This is an optimization exercise on Yosys and OpenROAD, whose aim is a short achievable clock period and few clock cycles per item, not a production implementation.
In this exercise RTL edits were held to simulation tests only and were not proved equivalent to the original.

==> flow/design.v (excerpt) <==
module comp_alu_pipe #(
    parameter int DATA_W  = 32,
    parameter int REG_NUM = 32
) (
    input  logic              clk,
    input  logic              rst,
    input  logic              in_valid,
    output logic              in_ready,
    input  logic [31:0]       in_instr,
    input  logic              cfg_we,
    input  logic [4:0]        cfg_addr,
    input  logic [DATA_W-1:0] cfg_data,
    output logic              out_valid,
    input  logic              out_ready,
    output logic [DATA_W-1:0] out_data,
    output logic              out_zero,
    output logic              out_carry,
    output logic              out_illegal
);
    localparam logic [5:0] F_ADD = 6'b100000;
    localparam logic [5:0] F_SUB = 6'b100010;
    localparam logic [5:0] F_AND = 6'b100100;
    localparam logic [5:0] F_OR  = 6'b100101;
    localparam logic [5:0] F_SLT = 6'b101010;
    localparam logic [5:0] F_SLL = 6'b000000;
    localparam logic [5:0] F_SRL = 6'b000010;
    localparam logic [5:0] F_MUL = 6'b011000;
    localparam int CAP = 7;    
    typedef struct packed {
        logic [31:0] rs_oh;    
        logic [31:0] rt_oh;
        logic [4:0]  rs;
        logic [4:0]  rt;
        logic [4:0]  rd;
        logic [4:0]  sh;
        logic        usea;      
  ...
Settings: LEC_CHECK=0, ABC_CLOCK_PERIOD_IN_PS=1500, CAP_MARGIN=20, CORE_MARGIN=2, CORE_UTILIZATION=60, SLEW_MARGIN=20; clock period 10.0 ns.
standard.sh (not shown) runs the stock make flow with config.mk's settings and CLKGATE_MAP_FILE= SYNTH_SCRIPT=/design/flow/synth_recipe.tcl, a recipe that flattens the netlist after the stock synthesis.
==> flow/flow/run.sh <==
#!/bin/bash
# The standard layout (the standard.sh: ORFS from synthesis to finish), with four changes to
# how it is made; the clock period, SDC and all other settings are the design's:
#  - synthesis maps the combinational logic with ABC's delay-oriented mapper (flow/abc_map.script,
#    called through flow/synth_abc.tcl, which otherwise runs synth_recipe.tcl unchanged);
#  - full and half adders are left to ABC as plain logic (ADDER_MAP_FILE empty) rather than
#    mapped onto the library's fa/ha cells;
#  - repair_timing aims further below the period (SETUP_SLACK_MARGIN);
#  - pin placement keeps the result outputs together on one edge and the inputs on the
#    opposite edge (flow/pins.tcl, run just before ORFS's place_pins).
set -euo pipefail
here=$(pwd)
export MY_ABC_SCRIPT=$here/flow/abc_map.script
export FLOW_SYNTH_TCL=$here/synth_recipe.tcl
bash standard.sh SYNTH_SCRIPT=$here/flow/synth_abc.tcl ADDER_MAP_FILE= SETUP_SLACK_MARGIN=7.0 \
  PRE_IO_PLACEMENT_TCL=$here/flow/pins.tcl finish > flow_make.log 2>&1
==> flow/flow/abc_map.script <==
strash
dch -f
map
buffer -c
topo
stime -c
upsize -c
dnsize -c
==> flow/flow/pins.tcl <==
# Pin placement constraints: result outputs and out_ready together on the middle of the right
# edge; instruction, in_ready, cfg and reset pins on the left edge.
set block [ord::get_db_block]
set die [$block getDieArea]
set dbu [$block getDbUnitsPerMicron]
set h [expr {double([$die yMax] - [$die yMin]) / $dbu}]
set lo [expr {round($h * 0.30)}]
set hi [expr {round($h * 0.70)}]
set outs {out_valid out_ready out_zero out_carry out_illegal}
for {set i 0} {$i < 32} {incr i} { lappend outs "out_data\[$i\]" }
set ins {in_valid in_ready rst cfg_we}
for {set i 0} {$i < 32} {incr i} { lappend ins "in_instr\[$i\]" "cfg_data\[$i\]" }
for {set i 0} {$i < 5} {incr i} { lappend ins "cfg_addr\[$i\]" }
set_io_pin_constraint -pin_names $outs -region right:$lo-$hi
set_io_pin_constraint -pin_names $ins -region left:*
==> flow/flow/synth_abc.tcl <==
# The standard flow's synthesis (synth_recipe.tcl, which sources ORFS's synth.tcl) with one change: the ABC
# call that maps the combinational logic runs flow/abc_map.script instead of ORFS's
# abc_speed.script. Registers, their names and cell types are untouched by ABC.
proc abc {args} {
  set i [lsearch -exact $args -script]
  if {$i >= 0} { lset args [expr {$i + 1}] $::env(MY_ABC_SCRIPT) }
  yosys abc {*}$args
}
source $::env(FLOW_SYNTH_TCL)
The starting point never finished: it broke off in 5_1_grt on GRT-0232.
Testbench counts at the start, summed over its fixed seeds: cycles 16,521, items 16,000.
Change:
==> flow/run.sh (new file) <==
#!/bin/bash
# synth_recipe.tcl (not shown) runs the flow's synth.tcl, then flattens the netlist and writes it again
# the make line also repeats each setting of config.mk as NAME=value (left out here)
make -C /OpenROAD-flow-scripts/flow DESIGN_CONFIG=/design/flow/config.mk WORK_HOME=/design/flow/orfs CLKGATE_MAP_FILE= SYNTH_SCRIPT=/design/flow/synth_recipe.tcl finish
- ABC_CLOCK_PERIOD_IN_PS: 1500 -> not set
- CORE_UTILIZATION: 60 -> 40
- SETUP_SLACK_MARGIN: not set -> 5
removed: flow/flow/run.sh
removed: flow/flow/abc_map.script
removed: flow/flow/pins.tcl
removed: flow/flow/synth_abc.tcl
removed: flow/standard.sh
=> This time the run ran to the end with no violations. Synthesized cell count came out lower by about 40%. Synthesized area falls by 11%.

-- re-timing with driven ports --
No port has a modelled driver above. Below, the same layout with a new extraction and two added sets of constraints.
Step 1 assumes that a clkbuf_16 drives the clock port and a buf_2 every other input.
Step 2 moves the port delays by t, midway between the first and last clock arrival at a register: inputs arrive t later, outputs are due t later. That takes back most of the time a late clock gives input paths.
Three values: ideal, step 1, step 2; two values: the first two.
run: the second run
t (ns): 1.018
setup slack, ns: 5.144 / 5.144 / 5.144
clock arrival spread, ns: 0.078 / 0.078
worst data-port slew with drivers (ns): 0.10
After both steps the second run still meets setup and hold. For the second run, drivers alone change the setup slack by 0.000 ns; drivers and shift together by 0.000 ns.
